Context: an optimization exercise on an open-source flow, tuned for small area, a short achievable clock period and few clock cycles per item. The choices shown serve that exercise and are no tape-out recipe.
The RTL was checked by simulation tests, not by an equivalence proof against the original design.
Power and IR drop assume default switching activity.

==> flow/design.v, too long to show whole: its modules and the start of the top module <==
// module mult_pipe_mac: 1304 lines
// module mpm_fa: 3 lines
// module mpm_ha: 3 lines
// module mpm_bs: 4 lines
// module mpm_bsn: 4 lines
module mult_pipe_mac #(
  parameter int AW    = 18,
  parameter int BW    = 18,
  parameter int LAT   = 3,
  parameter int GUARD = 8
) (
  input  logic                   clk,
  input  logic                   rst,
  input  logic                   in_valid,
  output logic                   in_ready,
  input  logic [AW-1:0]          in_a,
  input  logic [BW-1:0]          in_b,
  input  logic                   in_signed,
  input  logic [1:0]             in_mode,
  output logic                   out_valid,
  input  logic                   out_ready,
  output logic [AW+BW+GUARD-1:0] out_data,
  output logic                   out_ovf
);
  // ...
==> flow/flow/run.sh <==
#!/bin/bash
set -euo pipefail
W=$PWD
RES=$W/orfs/results/$FLOW_PLATFORM/mult_pipe_mac/base
export BUFFER_PORTS_ARGS="-buffer_cell sky130_fd_sc_hd__buf_2"
bash standard.sh synth > synth.log 2>&1
sed -i 's/\bsky130_fd_sc_hd__a22oi_2\b/sky130_fd_sc_hd__a22oi_1/' "$RES/1_2_yosys.v"
touch "$RES/1_2_yosys.v"
grep -c 'sky130_fd_sc_hd__a22oi_1' "$RES/1_2_yosys.v" > downsize.log 2>&1 || true
bash standard.sh finish > layout.log 2>&1
==> flow/standard.sh <==
#!/bin/bash
# synth_recipe.tcl (not shown) runs the flow's synth.tcl, then flattens the netlist and writes it again
# the make line also repeats each setting of config.mk as NAME=value (left out here)
make -C /OpenROAD-flow-scripts/flow DESIGN_CONFIG=/design/flow/config.mk WORK_HOME=/design/flow/orfs CLKGATE_MAP_FILE= SYNTH_SCRIPT=/design/flow/synth_recipe.tcl "${@:-finish}"
==> flow/config.mk <==
export PLATFORM = sky130hd
export DESIGN_NAME = mult_pipe_mac
export DESIGN_NICKNAME = mult_pipe_mac
export VERILOG_FILES = /design/flow/design.v
export SDC_FILE = /design/flow/constraint.sdc
export NUM_CORES = 4
export LEC_CHECK = 0
export CAP_MARGIN = 20
export CORE_MARGIN = 2
export CORE_UTILIZATION = 50
export CTS_BUF_LIST = sky130_fd_sc_hd__clkbuf_4 sky130_fd_sc_hd__clkbuf_8
export PLACE_DENSITY = 0.75
export SETUP_SLACK_MARGIN = 4.1
export SLEW_MARGIN = 20
export SYNTH_HIERARCHICAL = 1
==> flow/constraint.sdc <==
create_clock -name core_clock -period 8.0 [get_ports {clk}]
set_input_delay 1.6000 -clock core_clock [delete_from_list [all_inputs] [get_ports {clk}]]
set_output_delay 1.6000 -clock core_clock [all_outputs]
set_load 0.01 [all_outputs]
==> run summary, run 1 <==
* timing/DRC/antenna clean — run status
* 8 — number of cells on the critical path
* 17 — number of resized instances in the post-cts repair step
* 0.399 — worst slew margin relative to its limit
* 410 mW/mm2 — cell area power density
* 0.178 — share of post-route cells with drive strength above 1
* 2051 — number of placed instances, taps included
* 0.0386 ns — clock skew
* 46.9 mm — Final Routed Wirelength
* 8.31 ns — required time of the worst setup path
* 72.0 mm — wire length of the first global-routing pass
* 197 — Plain + repair buffers
* 55 — number of signal-net inverters in the final layout
* 222 — FFs & Latches
* 13000 — via count
* sky130_fd_sc_hd__xnor2_1 — commonest non-fill, non-tap cell in the layout
* 89 — PortBufs
* 0.924 — final weighted congestion in routability-driven placement
* adder cells — Crit path max-delay family
* 3.97 ns — minimum period implied by the final worst setup slack
* 1.10 mW — P_clk
* 0.386 — GR Util met2
* flop — crit path capture type
* 4.27 ns — Arr. time, crit path
* flop — Critical Path Source Type
* 0.617 — Comb pwr share
* 0.0394 — portion of the layout cell area used by clock cells
* flop to flop — worst min-delay path category
* 8.40 mW — Total Power
* sky130_fd_sc_hd__xnor2_1, sky130_fd_sc_hd__a22oi_1, sky130_fd_sc_hd__edfxtp_1 — most frequent cells in the layout
* a22oi_1, xnor2_1, fa_1, fa_1, fa_1, fa_1, fa_2, fa_2 — cell-by-cell listing of the critical path
* 0.496 — Final period util
* 455 — tap cells
* 0.901 ns — actual transition at the worst max-transition pin
* 0.353 — met1 capacity usage during global routing
Testbench counts, summed over its fixed seeds: cycles 32,024, items 32,000.
==> run 2: changes to the inputs <==
--- a/flow/config.mk
+++ b/flow/config.mk
@@ -9,5 +9,4 @@
 export CORE_MARGIN = 2
 export CORE_UTILIZATION = 50
-export CTS_BUF_LIST = sky130_fd_sc_hd__clkbuf_4 sky130_fd_sc_hd__clkbuf_8
 export PLACE_DENSITY = 0.75
 export SETUP_SLACK_MARGIN = 4.1
==> run summary, run 2 <==
* 8.50 mW — Total Power, +1.3%
* 2023 — Post-layout nets
* 21.5 um — WL per Instance
* 0.487 — Final period util, -0.00893
* 0.507 — effective utilization at floorplan
* a22oi_1, xnor2_1, fa_1, fa_1, fa_1, fa_1, fa_2, ha_1 — cell-by-cell listing of the critical path
* 3.90 ns — minimum period implied by the final worst setup slack, -0.0715 ns
* 28.9 mm — HPWL after detailed placement
* flop — Critical Path Source Type
* 222 — CTS Sinks
* sky130_fd_sc_hd__clkbuf_16 — root buf cell
* 0.0175 mm2 — Post-Synthesis Cell Area
* 89 — PortBufs, unchanged
* 0.0365 mm2 — die area
* 1499 — synthesized instance count
* 0 — remaining design rule violation count
* 5.96 — vias per cell
* 0.417 ns — Fin Hold WS
* 0 — MaxCap Viol Count
* 2051 — number of placed instances, taps included, unchanged
* 4.10 ns — flop2flop setup slack
* 8 — worst r2r path cells
* sky130_fd_sc_hd__xnor2_1 — commonest non-fill, non-tap cell in the layout
* 0 — number of cells on the worst hold path
* 0.432 — worst slew margin relative to its limit, +0.0327
* s1_bt_r[5] — Crit Reg-Reg Startpoint
* 0 ns — summed negative setup slack over all endpoints
* 24 — number of buffers created by CTS
* 3 — clock tree buffer depth
* yes — TritonCTS clock tree
* 6 — Pre-Repair DR Iteration Count
* 7.98 nW — leakage dissipation
* 0.53 ns — worst skew pair latency
* flop to flop — kind of critical path
* 68 — num rows
* 0 — Critical path buffers and inverters
* 4.17 ns — Arr. time, crit path, -0.10 ns
* 7 — Synth warnings
* 0.0345 mm2 — area inside the core boundary
* adder cells — Crit path max-delay family
* 0.257 GHz — maximum frequency from static timing analysis
* 0 — final setup violation count
* 47.1 mm — Final Routed Wirelength, +0.46%
* 0.924 — final weighted congestion in routability-driven placement, unchanged
* 0 — antenna diode instance count
* cs1_r[19] — capturing element of the worst setup path
* 191 um — die height
* 74 — pin count of the biggest net entering global routing
* 0.06 ns — clock transition at the register clock pins on the worst setup and hold paths after CTS
* 13000 — vias in the first global route
* 0 — Final ANT Viol Nets
* 1 — htree depth
* 11.7 um2 — Avg Inst Size Synth
* 17.7% — layout overhead on the synthesized area
* 2188 — Non-Filler Instances
* 413 mW/mm2 — cell area power density, +0.73%
* 11 — critical-path maximum fanout
* sky130_fd_sc_hd__fa_1 — cell occurring most often along the worst timing path
* 0.0178 ns — clock skew, -0.0208 ns
* 8.27 ns — required time of the worst setup path, -0.04 ns
* cs1_r[19] — reg2reg end
* 191 um — horizontal die dimension
* 0.000214 V — worst voltage drop across the vdd grid
* s1_bt_r[5] — source of the critical timing path
* flop to flop — worst min-delay path category
* 8 — number of cells on the critical path, unchanged
* 72.3 mm — wire length of the first global-routing pass, +0.50%
* 0.170 — share of post-route cells with drive strength above 1, -0.00874
* true — RSZ-0062 raised after global routing
* 0 — initial antenna violation count
* flop — crit path capture type
* 13000 — via count, -0.038%
* sky130_fd_sc_hd__xnor2_1, sky130_fd_sc_hd__a22oi_1, sky130_fd_sc_hd__edfxtp_1 — most frequent cells in the layout
* acc_r x44, out_data_r x44, cs0_r x39 — largest registers
* 0.74 ns — delay of the slowest cell on the worst path
* timing/DRC/antenna clean — run status
* 90 — io pins
* 0 — Final Hold Viols
* 0.852 ns — actual transition at the worst max-transition pin, -0.0490 ns
* 0 — global route overflow
* 2840 — number of filler instances in the final layout
* 0.257 — GRT Overall Usage
* sky130_fd_sc_hd__edfxtp_1 — CP max-delay cell
* 0 — count of final max-slew check failures
* 1165 — drt initial violations
==> run 2: cell types whose count changed in the layout (fill, tap and decap cells not counted), moves of 2 or more <==
| cell | before | now |
|---|---|---|
| sky130_fd_sc_hd__clkbuf_8 | 40 | 1 |
| sky130_fd_sc_hd__clkbuf_16 | 0 | 26 |
| sky130_fd_sc_hd__clkbuf_4 | 6 | 0 |
| sky130_fd_sc_hd__clkbuf_1 | 0 | 5 |
| sky130_fd_sc_hd__clkinvlp_4 | 5 | 0 |
| sky130_fd_sc_hd__buf_12 | 7 | 10 |
| sky130_fd_sc_hd__buf_4 | 101 | 103 |
| sky130_fd_sc_hd__clkinv_2 | 6 | 4 |
| sky130_fd_sc_hd__ha_1 | 73 | 75 |
| sky130_fd_sc_hd__ha_4 | 10 | 8 |
==> run 2: cell type report <==
| class | count | area (um2) | area share |
|---|---|---|---|
| well taps | 455 | 569 | 0.0276 |
| repair buffers | 203 | 1440 | 0.0701 |
| clock inverters | 13 | 169 | 0.00820 |
| clock buffers | 31 | 658 | 0.0320 |
| flip-flops and latches | 222 | 6200 | 0.301 |
| inverters | 55 | 206 | 0.0100 |
| multi-input cells | 1209 | 11400 | 0.551 |
==> run 2: stage by stage <==
step	instance area, um2	setup slack (ns)	util
CTS	20000	4.10	0.579
global placement	18700	3.79	0.541
global route	20600	3.99	0.596
finish	20600	4.10	0.596
floorplan	17600	3.86	-
detailed placement	18700	3.77	0.541
==> run 2: how the worst min path moves through the flow <==
stage	startpoint	end	slack [ns]
after floorplan	s1_mode_r[0]	s2_mode_r[0]	0.40
after global placement	s1_mode_r[1]	s2_mode_r[1]	0.40
after detailed placement	s1_mode_r[1]	s2_mode_r[1]	0.41
after CTS	s1_mode_r[1]	s2_mode_r[1]	0.42
after global routing	s1_mode_r[1]	s2_mode_r[1]	0.42
final	s1_mode_r[1]	s2_mode_r[1]	0.42
==> run 2: where the power goes <==
group / switching (mW) / internal (mW)
Clock: 0.451 / 0.710
Combinational: 2.97 / 2.25
Sequential: 0.172 / 1.95
==> run 2: per-layer routing <==
metal  track usage  share of wire
met1         0.353           0.42
met2         0.393           0.44
met3        0.0516          0.096
met4         0.117          0.048
met5             0              0
==> run 2: repair_timing <==
item                                    CTS  global route
gates cloned                              2             1
pin swaps                                 3            12
hold endpoints to repair                  0             0
hold buffers                              0             0
gates resized for setup                  22            21
endpoints found under the setup margin   34            26
buffers inserted                         44            46
==> run 2: worst register-to-register path: stages (launching register included) <==
cell and delay, ns:
sky130_fd_sc_hd__edfxtp_1 0.74, sky130_fd_sc_hd__a22oi_1 0.21, sky130_fd_sc_hd__xnor2_1 0.18, sky130_fd_sc_hd__fa_1 0.42, sky130_fd_sc_hd__fa_1 0.43, sky130_fd_sc_hd__fa_1 0.39
sky130_fd_sc_hd__fa_1 0.55, sky130_fd_sc_hd__fa_2 0.44, sky130_fd_sc_hd__ha_1 0.29
==> run 3: changes to the inputs <==
--- a/flow/config.mk
+++ b/flow/config.mk
@@ -10,5 +10,5 @@
 export CORE_UTILIZATION = 50
 export PLACE_DENSITY = 0.75
-export SETUP_SLACK_MARGIN = 4.1
+export SETUP_SLACK_MARGIN = 3.8
 export SLEW_MARGIN = 20
 export SYNTH_HIERARCHICAL = 1
==> run summary, run 3 <==
* yes — TritonCTS clock tree
* 12.6% — layout overhead on the synthesized area
* 89 — PortBufs, unchanged
* 1956 — Post-layout nets, -3.3%
* 12400 — vias in the first global route, -4.6%
* 0 — hold-fix buffer count after cts, unchanged
* 0.0365 mm2 — die area, unchanged
* 24 — number of buffers created by CTS, unchanged
* 0.518 — Final period util, +0.0305
* 8.27 ns — required time of the worst setup path, about the same
* 68 — num rows, unchanged
* 0.904 — final weighted congestion in routability-driven placement, -2.1%
* 0.0345 mm2 — area inside the core boundary, unchanged
* timing/DRC/antenna clean — run status
* 2052 — number of placed instances, taps included, +0.049%
* 0 — MaxCap Viol Count, unchanged
* 0.06 ns — clock transition at the register clock pins on the worst setup and hold paths after CTS, about the same
* 0 — Final Hold Viols, unchanged
* 0 — remaining design rule violation count, unchanged
* 0.928 ns — actual transition at the worst max-transition pin, +0.0766 ns
* 2886 — number of filler instances in the final layout, +1.6%
* sky130_fd_sc_hd__xnor2_1, sky130_fd_sc_hd__a22oi_1, sky130_fd_sc_hd__fa_1 — most frequent cells in the layout
* 20 — critical-path maximum fanout, +9
* 2121 — Non-Filler Instances, -3.1%
* 0 — count of final max-slew check failures, unchanged
* 0 — Final ANT Viol Nets, unchanged
* 0.54 ns — worst skew pair latency, about the same
* 0.0175 mm2 — Post-Synthesis Cell Area, unchanged
* 12700 — via count, -2.4%
* acc_r x44, out_data_r x44, cs0_r x39 — largest registers
* 0.0322 ns — clock skew, +0.0144 ns
* 0.239 — GRT Overall Usage, -0.0176
* 6.01 — vias per cell, +0.73%
* 3 — clock tree buffer depth, unchanged
* cs0_r[20] — reg2reg end
* s1_mode_r[0] — hold wc startpoint
* 1309 — drt initial violations, +12%
* 1499 — synthesized instance count, unchanged
* 21.5 um — WL per Instance, -0.16%
* 45.6 mm — Final Routed Wirelength, -3.2%
* 11.7 um2 — Avg Inst Size Synth, unchanged
* 0.117 — share of post-route cells with drive strength above 1, -0.0526
* 1 — htree depth, unchanged
* flop — crit path capture type
* 0.507 — effective utilization at floorplan, unchanged
* 90 — io pins, unchanged
* s1_a_r[3] — Crit Reg-Reg Startpoint
* 3.73 ns — pre-CTS setup slack, -0.0392 ns
* flop — Critical Path Source Type
* 0 — global route overflow, unchanged
* 68.2 mm — wire length of the first global-routing pass, -5.7%
* 29.8 mm — HPWL after detailed placement, +3.1%
* 74 — pin count of the biggest net entering global routing, unchanged
* 416 mW/mm2 — cell area power density, +0.73%
* 0 — antenna diode instance count, unchanged
* 7 — Pre-Repair DR Iteration Count, +1
* 7 — Synth warnings, unchanged
* 191 um — horizontal die dimension, unchanged
* 191 um — die height, unchanged
* 3.86 ns — Final WS setup, -0.244 ns
* sky130_fd_sc_hd__xnor2_1 — commonest non-fill, non-tap cell in the layout
* 222 — CTS Sinks, unchanged
* 3.86 ns — flop2flop setup slack, -0.24 ns
* 0 — initial antenna violation count, unchanged
* 0.381 — worst slew margin relative to its limit, -0.0511
* flop to flop — kind of critical path
* true — RSZ-0062 raised after global routing
* 0 — number of cells on the worst hold path, unchanged
* 0.000210 V — worst voltage drop across the vdd grid, -1.5%
* sky130_fd_sc_hd__clkbuf_16 — root buf cell
* 0 — final setup violation count, unchanged
* 4.41 ns — Arr. time, crit path, +0.24 ns
* 0.0197 mm2 — area of all placed cells without fillers, -4.3%
* 0.0187 mm2 — placement-stage cell area, -0.22%
* 8 — worst r2r path cells, unchanged
* 7.58 nW — leakage dissipation, -5.1%
* 4.14 ns — minimum period implied by the final worst setup slack, +0.244 ns
* flop to flop — worst min-delay path category
* s2_mode_r[0] — Worst Hold Path EP
* 0.242 GHz — maximum frequency from static timing analysis, -5.9%
* 0.431 ns — Fin Hold WS, +0.0136 ns
* 0 ns — summed negative setup slack over all endpoints, unchanged
run 3: layer usage:
layer	GRT usage	wire, um	vias to the layer above	part of all wire
li1	-	-	5713	-
met1	0.346	18800	6147	0.41
met2	0.372	20400	742	0.45
met3	0.0420	4730	135	0.10
met4	0.0642	1750	0	0.038
met5	0	0	-	0
run 3: worst max-delay path by stage:
stage | startpoint | slack [ns] | endpoint | depth (start not counted)
floorplan | s1_x18_r | 3.84 | cs0_r[22] | 10
global placement | out_ready | 3.78 | in_ready | 3
detailed placement | out_ready | 3.73 | acc_r[35] | 8
CTS | s1_bo_r[4] | 3.81 | cs0_r[20] | 8
global route | s2_mode_r[0] | 3.71 | out_ovf_r | 14
finish | s1_a_r[3] | 3.86 | cs0_r[20] | 8
run 3: worst max-delay path: stages (launching register included):
cell and delay (ns):
sky130_fd_sc_hd__edfxtp_1 0.90, sky130_fd_sc_hd__a22oi_1 0.18, sky130_fd_sc_hd__xnor2_1 0.20, sky130_fd_sc_hd__fa_1 0.46, sky130_fd_sc_hd__fa_1 0.40, sky130_fd_sc_hd__fa_1 0.40
sky130_fd_sc_hd__fa_1 0.47, sky130_fd_sc_hd__fa_1 0.40, sky130_fd_sc_hd__fa_1 0.45
run 3: power breakdown:
| group | total, mW | switching [mW] | internal [mW] |
|---|---|---|---|
| Sequential | 2.15 | 0.209 | 1.95 |
| Clock | 1.14 | 0.462 | 0.680 |
| Combinational | 4.90 | 2.84 | 2.06 |
run 3: repair_timing:
item	4_1_cts	5_1_grt
setup buffers	0	24
endpoints found under the setup margin	3	16
pin swaps	0	1
gates cloned	1	0
resized for setup	2	8
run 3: per-stage QoR:
step / power [mW] / utilization
CTS: 8.10 / 0.564
floorplan: 5.45 / -
global placement: 6.67 / 0.540
detailed placement: 6.85 / 0.540
finish: 8.20 / 0.571
global route: 8.86 / 0.571
run 3: area by class of cell:
| class | count | area [um2] | area share |
|---|---|---|---|
| inverters | 55 | 206 | 0.0105 |
| repair buffers | 137 | 822 | 0.0417 |
| multi-input cells | 1208 | 11100 | 0.564 |
| well taps | 455 | 569 | 0.0289 |
| flip-flops and latches | 222 | 6200 | 0.314 |
| clock buffers | 30 | 654 | 0.0332 |
| clock inverters | 14 | 156 | 0.00793 |
==> run 4: changes to the inputs <==
--- a/flow/config.mk
+++ b/flow/config.mk
@@ -9,6 +9,7 @@
 export CORE_MARGIN = 2
 export CORE_UTILIZATION = 50
+export GPL_ROUTABILITY_DRIVEN = 0
 export PLACE_DENSITY = 0.75
-export SETUP_SLACK_MARGIN = 3.8
+export SETUP_SLACK_MARGIN = 4.1
 export SLEW_MARGIN = 20
 export SYNTH_HIERARCHICAL = 1
==> run summary, run 4 <==
* timing/DRC/antenna clean — run status
* 71 — pin count of the biggest net entering global routing, -4.1%
* 0 — count of final max-slew check failures, unchanged
* 0.53 ns — worst skew pair latency, about the same
* 8.26 ns — required time of the worst setup path, about the same
* sky130_fd_sc_hd__o21ai_2 — cell occurring most often along the worst timing path
* 7.94 nW — leakage dissipation, +4.8%
* flop to flop — worst min-delay path category
* 0.0205 mm2 — area of all placed cells without fillers, +4.1%
* sky130_fd_sc_hd__clkbuf_16 — root buf cell
* 23 — number of buffers created by CTS, -4.2%
* 0.259 GHz — maximum frequency from static timing analysis, +7.1%
* 28.9 mm — HPWL after detailed placement, -3.1%
* 7 — Synth warnings, unchanged
* s1_mode_r[1] — hold wc startpoint
* 1 — initial antenna violation count, +1
* 4.13 ns — flop2flop setup slack, +0.27 ns
* 46.5 mm — Final Routed Wirelength, +2.0%
* flop — crit path capture type
* acc_r x44, out_data_r x44, cs0_r x39 — largest registers
* 407 mW/mm2 — cell area power density, -2.2%
* 0.361 — worst slew margin relative to its limit, -0.0197
* 0.000212 V — worst voltage drop across the vdd grid, +0.91%
* 13000 — vias in the first global route, +4.7%
* 6.03 — vias per cell, +0.36%
* 8.35 mW — Total Power, +1.9%
* 0.0365 mm2 — die area, unchanged
* sky130_fd_sc_hd__xnor2_1, sky130_fd_sc_hd__a22oi_1, sky130_fd_sc_hd__edfxtp_1 — most frequent cells in the layout
* 4.13 ns — Final WS setup, +0.273 ns
* 2021 — Post-layout nets, +3.3%
* 0 — number of cells on the worst hold path, unchanged
* 0.0113 mm2 — multi-input combinational cell area, +1.8%
* out_ovf_r — reg2reg end
* yes — TritonCTS clock tree
* sky130_fd_sc_hd__fa_1 — CP max-delay cell
* 0.0175 mm2 — Post-Synthesis Cell Area, unchanged
* 0.48 ns — delay of the slowest cell on the worst path, -0.42 ns
* 1499 — synthesized instance count, unchanged
* 89 — PortBufs, unchanged
* 0 — final setup violation count, unchanged
* 0 ns — summed negative setup slack over all endpoints, unchanged
* 3.72 ns — pre-CTS setup slack, -0.00481 ns
* 0.0187 mm2 — placement-stage cell area, +0.30%
* 7 — Pre-Repair DR Iteration Count, unchanged
* 0 — remaining design rule violation count, unchanged
* 71.9 mm — wire length of the first global-routing pass, +5.5%
* 0.170 — share of post-route cells with drive strength above 1, +0.0530
* 0.00620 mm2 — Storage cell area, unchanged
* flop to flop — kind of critical path
* 90 — io pins, unchanged
* 11.7 um2 — Avg Inst Size Synth, unchanged
* true — RSZ-0062 raised after global routing
* 3 — clock tree buffer depth, unchanged
* 222 — CTS Sinks, unchanged
* 0.253 — GRT Overall Usage, +0.0139
* 0.06 ns — clock transition at the register clock pins on the worst setup and hold paths after CTS, about the same
* sky130_fd_sc_hd__xnor2_1 — commonest non-fill, non-tap cell in the layout
* 2789 — number of filler instances in the final layout, -3.4%
* 0.958 ns — actual transition at the worst max-transition pin, +0.0296 ns
* 13200 — via count, +3.4%
* 0.0345 mm2 — area inside the core boundary, unchanged
* 68 — num rows, unchanged
* 14 — worst r2r path cells, +6
* 4.13 ns — Arr. time, crit path, -0.28 ns
* 3.87 ns — minimum period implied by the final worst setup slack, -0.273 ns
* 191 um — die height, unchanged
* 1 — Critical path buffers and inverters, +1
* 21.3 um — WL per Instance, -0.96%
* s2_mode_r[0] — Crit Reg-Reg Startpoint
* 0 — global route overflow, unchanged
* s2_mode_r[1] — Worst Hold Path EP
* flop — Critical Path Source Type
* compound AO/OA/AOI/OAI gates — Crit path max-delay family
* 0.483 — Final period util, -0.0341
* 45 — critical-path maximum fanout, +130%
* 1 — htree depth, unchanged
* 191 um — horizontal die dimension, unchanged
* 0.507 — effective utilization at floorplan, unchanged
* 1412 — drt initial violations, +7.9%
* 0.0209 ns — clock skew, -0.0113 ns
* buf_12, and2_1, fa_1, ha_1, nand4_1, or2_0, a31oi_2, o211a_1, o21ai_2, a2111oi_4, o21ai_2, xnor2_2, a21oi_1, and3b_1 — cell-by-cell listing of the critical path
* 0 — Final ANT Viol Nets, unchanged
* 0 — hold-fix buffer count after cts, unchanged
* 0 — MaxCap Viol Count, unchanged
* 17.3% — layout overhead on the synthesized area
* 0 — Final Hold Viols, unchanged
-- run 4: cell types whose count changed in the layout (fill, tap and decap cells not counted), moves of 5 or more --
cell,delta
sky130_fd_sc_hd__buf_12,+13
sky130_fd_sc_hd__buf_4,+53
sky130_fd_sc_hd__fa_1,-8
sky130_fd_sc_hd__fa_2,+8
sky130_fd_sc_hd__ha_1,-9
sky130_fd_sc_hd__ha_4,+5
-- run 4: how the worst max path moves through the flow --
stage                             from   endpoint  cells after the start
final                     s2_mode_r[0]  out_ovf_r                     14
after global routing      s2_mode_r[0]  out_ovf_r                     14
after CTS                 s2_mode_r[0]  out_ovf_r                     14
after detailed placement     out_ready   in_ready                      3
after global placement       out_ready   in_ready                      3
after floorplan               s1_x18_r  cs0_r[24]                      7
-- run 4: repair_timing --
| action | 4_1_cts | 5_1_grt |
|---|---|---|
| cloned | 2 | 0 |
| resized for setup | 18 | 18 |
| buffers inserted | 31 | 57 |
| pin swaps | 5 | 7 |
| setup endpoints to repair | 29 | 28 |
-- run 4: area by class of cell --
class / count / share of cell area
Timing Repair Buffer: 202 / 0.0710
Tap cell: 455 / 0.0277
Multi-Input combinational cell: 1209 / 0.551
Antenna cell: 1 / 0.000122
Clock buffer: 26 / 0.0291
Inverter: 55 / 0.0101
Clock inverter: 15 / 0.00878
Sequential cell: 222 / 0.302
-- run 4: routing by layer --
layer	vias up	part of all wire	global-route usage
met5	-	0	0
met4	0	0.045	0.119
met3	149	0.10	0.0413
met2	786	0.45	0.393
met1	6386	0.41	0.348
li1	5847	-	-
-- run 4: power by group --
group          internal [mW]  switching, mW
Combinational           2.22           2.94
Clock                  0.640          0.449
Sequential              1.94          0.151
Total                   4.81           3.55
-- run 4: through the flow --
step                      hold WS (ns)  utilization  std cells
final                            0.419        0.594       2185
after CTS                        0.418        0.575       2127
after detailed placement         0.407        0.542       2053
after floorplan                  0.400            -       1518
after global routing             0.437        0.594       2184
after global placement           0.406        0.542       2053
==> run 5: changes to the inputs <==
--- a/flow/config.mk
+++ b/flow/config.mk
@@ -8,7 +8,7 @@
 export CAP_MARGIN = 20
 export CORE_MARGIN = 2
-export CORE_UTILIZATION = 50
+export CORE_UTILIZATION = 45
 export GPL_ROUTABILITY_DRIVEN = 0
-export PLACE_DENSITY = 0.75
+export PLACE_DENSITY = 0.7
 export SETUP_SLACK_MARGIN = 4.1
 export SLEW_MARGIN = 20
==> run summary, run 5 <==
* 5.83 — vias per cell, -3.3%
* 0.410 — worst slew margin relative to its limit, +0.0491
* 2022 — Post-layout nets, +0.049%
* 3 — initial antenna violation count, +2
* 0.251 — Sequential Power Share, about the same
* 4.81 mW — internal power component, about the same
* 1 — htree depth, unchanged
* 45 — critical-path maximum fanout, unchanged
* flop to flop — worst min-delay path category
* 405 mW/mm2 — cell area power density, -0.42%
* 0.536 — final core utilization, -0.0585
* 1552 — drt initial violations, +9.9%
* 0.454 — effective utilization at floorplan, -0.0528
* 0.06 ns — clock transition at the register clock pins on the worst setup and hold paths after CTS, about the same
* 3.96 ns — minimum period implied by the final worst setup slack, +0.0966 ns
* 0.0189 ns — clock skew, -0.00204 ns
* sky130_fd_sc_hd__xnor2_1, sky130_fd_sc_hd__a22oi_1, sky130_fd_sc_hd__edfxtp_1 — most frequent cells in the layout
* timing/DRC/antenna clean — run status
* 0.0175 mm2 — Post-Synthesis Cell Area, unchanged
* 201 um — die height, +5.3%
* 2111 — number of placed instances, taps included, +2.8%
* 4.23 ns — Arr. time, crit path, +0.10 ns
* 0.496 — Final period util, +0.0121
* 0 — count of final max-slew check failures, unchanged
* flop — crit path capture type
* 70 — pin count of the biggest net entering global routing, -1.4%
* 0.231 — GRT Overall Usage, -0.0221
* 3.56 mW — switching power summed over all nets, +0.50%
* 0 — remaining design rule violation count, unchanged
* 3 — clock tree buffer depth, unchanged
* 13100 — via count, -0.44%
* true — RSZ-0062 raised after global routing
* 89 — PortBufs, unchanged
* 0 ns — summed negative setup slack over all endpoints, unchanged
* sky130_fd_sc_hd__clkbuf_16 — root buf cell
* 201 um — horizontal die dimension, +5.3%
* 13100 — vias in the first global route, +0.68%
* 222 — CTS Sinks, unchanged
* 0.252 GHz — maximum frequency from static timing analysis, -2.4%
* 0.123 — fraction of power consumed by the clock network, -0.007
* 0.626 — Comb pwr share, +0.007
* yes — TritonCTS clock tree
* sky130_fd_sc_hd__xnor2_1 — commonest non-fill, non-tap cell in the layout
* 0 — MaxCap Viol Count, unchanged
* 7.95 nW — leakage dissipation, +0.17%
* out_ovf_r — reg2reg end
* 0.000206 V — worst voltage drop across the vdd grid, -2.9%
* 0 — number of cells on the worst hold path, unchanged
* 90 — io pins, unchanged
* 0 — Final ANT Viol Nets, unchanged
* 11.7 um2 — Avg Inst Size Synth, unchanged
* 48.0 mm — Final Routed Wirelength, +3.2%
* 0.0386 mm2 — area inside the core boundary, +12%
* 6 — Pre-Repair DR Iteration Count, -1
* 8.27 ns — required time of the worst setup path, about the same
* 18.0% — layout overhead on the synthesized area
* 14 — worst r2r path cells, unchanged
* 7 — Synth warnings, unchanged
* 0.0405 mm2 — die area, +11%
* 72 — num rows, +5.9%
* flop to flop — kind of critical path
* 0 — Final Hold Viols, unchanged
* 3321 — number of filler instances in the final layout, +19%
* flop — Critical Path Source Type
* 0.166 — share of post-route cells with drive strength above 1, -0.00414
* s2_mode_r[0] — Crit Reg-Reg Startpoint
* s2_mode_r[0] — Worst Hold Path EP
* 0.426 — switching part of the total power, +0.00126
* 0.884 ns — actual transition at the worst max-transition pin, -0.0737 ns
* 73.5 mm — wire length of the first global-routing pass, +2.2%
* 1499 — synthesized instance count, unchanged
* 21.3 um — WL per Instance, +0.25%
* 23 — number of buffers created by CTS, unchanged
* s1_mode_r[0] — hold wc startpoint
* acc_r x44, out_data_r x44, cs0_r x39 — largest registers
* 0 — final setup violation count, unchanged
* 2249 — Non-Filler Instances, +2.9%
* 29.7 mm — HPWL after detailed placement, +3.0%
* 0 — global route overflow, unchanged
* 0 — hold-fix buffer count after cts, unchanged
* 4.04 ns — flop2flop setup slack, -0.10 ns
* 0.52 ns — worst skew pair latency, about the same
-- run 5: worst max path at each step --
stage | cells past startpoint | slack [ns] | from | to
after floorplan | 7 | 3.86 | s1_x18_r | cs0_r[24]
after global placement | 3 | 3.73 | out_ready | in_ready
after detailed placement | 3 | 3.71 | out_ready | in_ready
after CTS | 14 | 4.08 | s2_mode_r[0] | acc_r[38]
after global routing | 14 | 3.86 | s2_mode_r[0] | out_ovf_r
final | 14 | 4.04 | s2_mode_r[0] | out_ovf_r
-- run 5: per-stage QoR --
stage	setup WS (ns)	total power [mW]	instance area (um2)	hold WS, ns
3_3_place_gp	3.73	6.71	18700	0.402
2_1_floorplan	3.86	5.48	17600	0.400
4_1_cts	4.08	8.11	20000	0.423
5_1_grt	3.86	9.05	20700	0.435
3_5_place_dp	3.71	6.91	18700	0.408
6_report	4.04	8.37	20700	0.421
-- run 5: final cells by class --
cell class	instances	area [um2]	area share
Sequential cell	222	6200	0.300
Clock buffer	34	681	0.0330
Inverter	55	206	0.00999
Tap cell	518	648	0.0314
Timing Repair Buffer	203	1550	0.0751
Antenna cell	1	2.50	0.000121
Clock inverter	7	41.3	0.00200
Multi-Input combinational cell	1209	11300	0.548
-- run 5: critical path: stages, from the launching register on --
cell                        delay [ns]
sky130_fd_sc_hd__edfxtp_1         0.41
sky130_fd_sc_hd__buf_12           0.19
sky130_fd_sc_hd__and2_1           0.19
sky130_fd_sc_hd__fa_1             0.52
sky130_fd_sc_hd__ha_4             0.32
sky130_fd_sc_hd__nand4_1          0.15
sky130_fd_sc_hd__or2_0            0.27
sky130_fd_sc_hd__a31oi_2          0.25
sky130_fd_sc_hd__o211a_1          0.24
sky130_fd_sc_hd__o21ai_2          0.12
sky130_fd_sc_hd__a2111oi_4        0.43
sky130_fd_sc_hd__o21ai_2          0.11
sky130_fd_sc_hd__xnor2_1          0.16
sky130_fd_sc_hd__a21oi_1          0.15
sky130_fd_sc_hd__and3b_1          0.18
-- run 5: metal layers --
metal  global-route usage  share of wire  vias to the layer above
met1                0.314           0.41                     6368
met4                0.103          0.041                        2
li1                     -              -                     5843
met3               0.0520           0.10                      162
met5                    0        0.00027                        -
met2                0.354           0.44                      735
-- run 5: power groups by stage --
stage / sequential, mW / clock, mW / combinational (mW)
after floorplan: 2.17 / 0 / 3.31
after global placement: 2.19 / 0 / 4.52
after detailed placement: 2.19 / 0 / 4.72
after CTS: 2.13 / 1.05 / 4.93
after global routing: 2.13 / 1.10 / 5.83
final: 2.10 / 1.03 / 5.24
-- run 5: timing repair --
action,CTS,global route
gates cloned,2,0
hold endpoints to repair,0,0
setup buffers,39,55
pin swaps,3,15
gates resized for setup,20,18
setup endpoints to repair,33,30

-- what the ideal ports hide --
Ports are ideal in the flow. The routed layouts listed here were re-timed in OpenROAD.
Step 1 (the two cells are an assumption about what drives the block):
set clk [get_ports {clk}]
set_driving_cell -lib_cell sky130_fd_sc_hd__clkbuf_16 $clk
set_driving_cell -lib_cell sky130_fd_sc_hd__buf_2 [delete_from_list [all_inputs] $clk]
Step 2, shift: input delay + t, output delay - t, t = (earliest + latest rising clock arrival at the registers) / 2. This alone moves slack from input paths to output paths.
Three values: ideal ports, drivers, drivers and shift; two values: the first two.
run	t (ns)	slack for setup (ns)	hold slack, ns	worst register clock-pin slew, ns
run 1	0.600	4.032 / 4.032 / 3.924	0.419 / 0.419 / 0.419	0.07 / 0.07
run 2	0.569	4.103 / 4.103 / 3.892	0.417 / 0.417 / 0.417	0.06 / 0.06
run 3	0.567	3.859 / 3.859 / 3.859	0.431 / 0.431 / 0.431	0.07 / 0.07
run 4	0.563	4.133 / 4.133 / 3.984	0.419 / 0.419 / 0.419	0.06 / 0.06
run 5	0.569	4.036 / 4.036 / 4.007	0.421 / 0.421 / 0.421	0.06 / 0.06
After both steps every run listed still meets setup and hold. The setup slack of run 2, which loses most, moves by 0.000 ns with the drivers and by -0.211 ns with both steps.
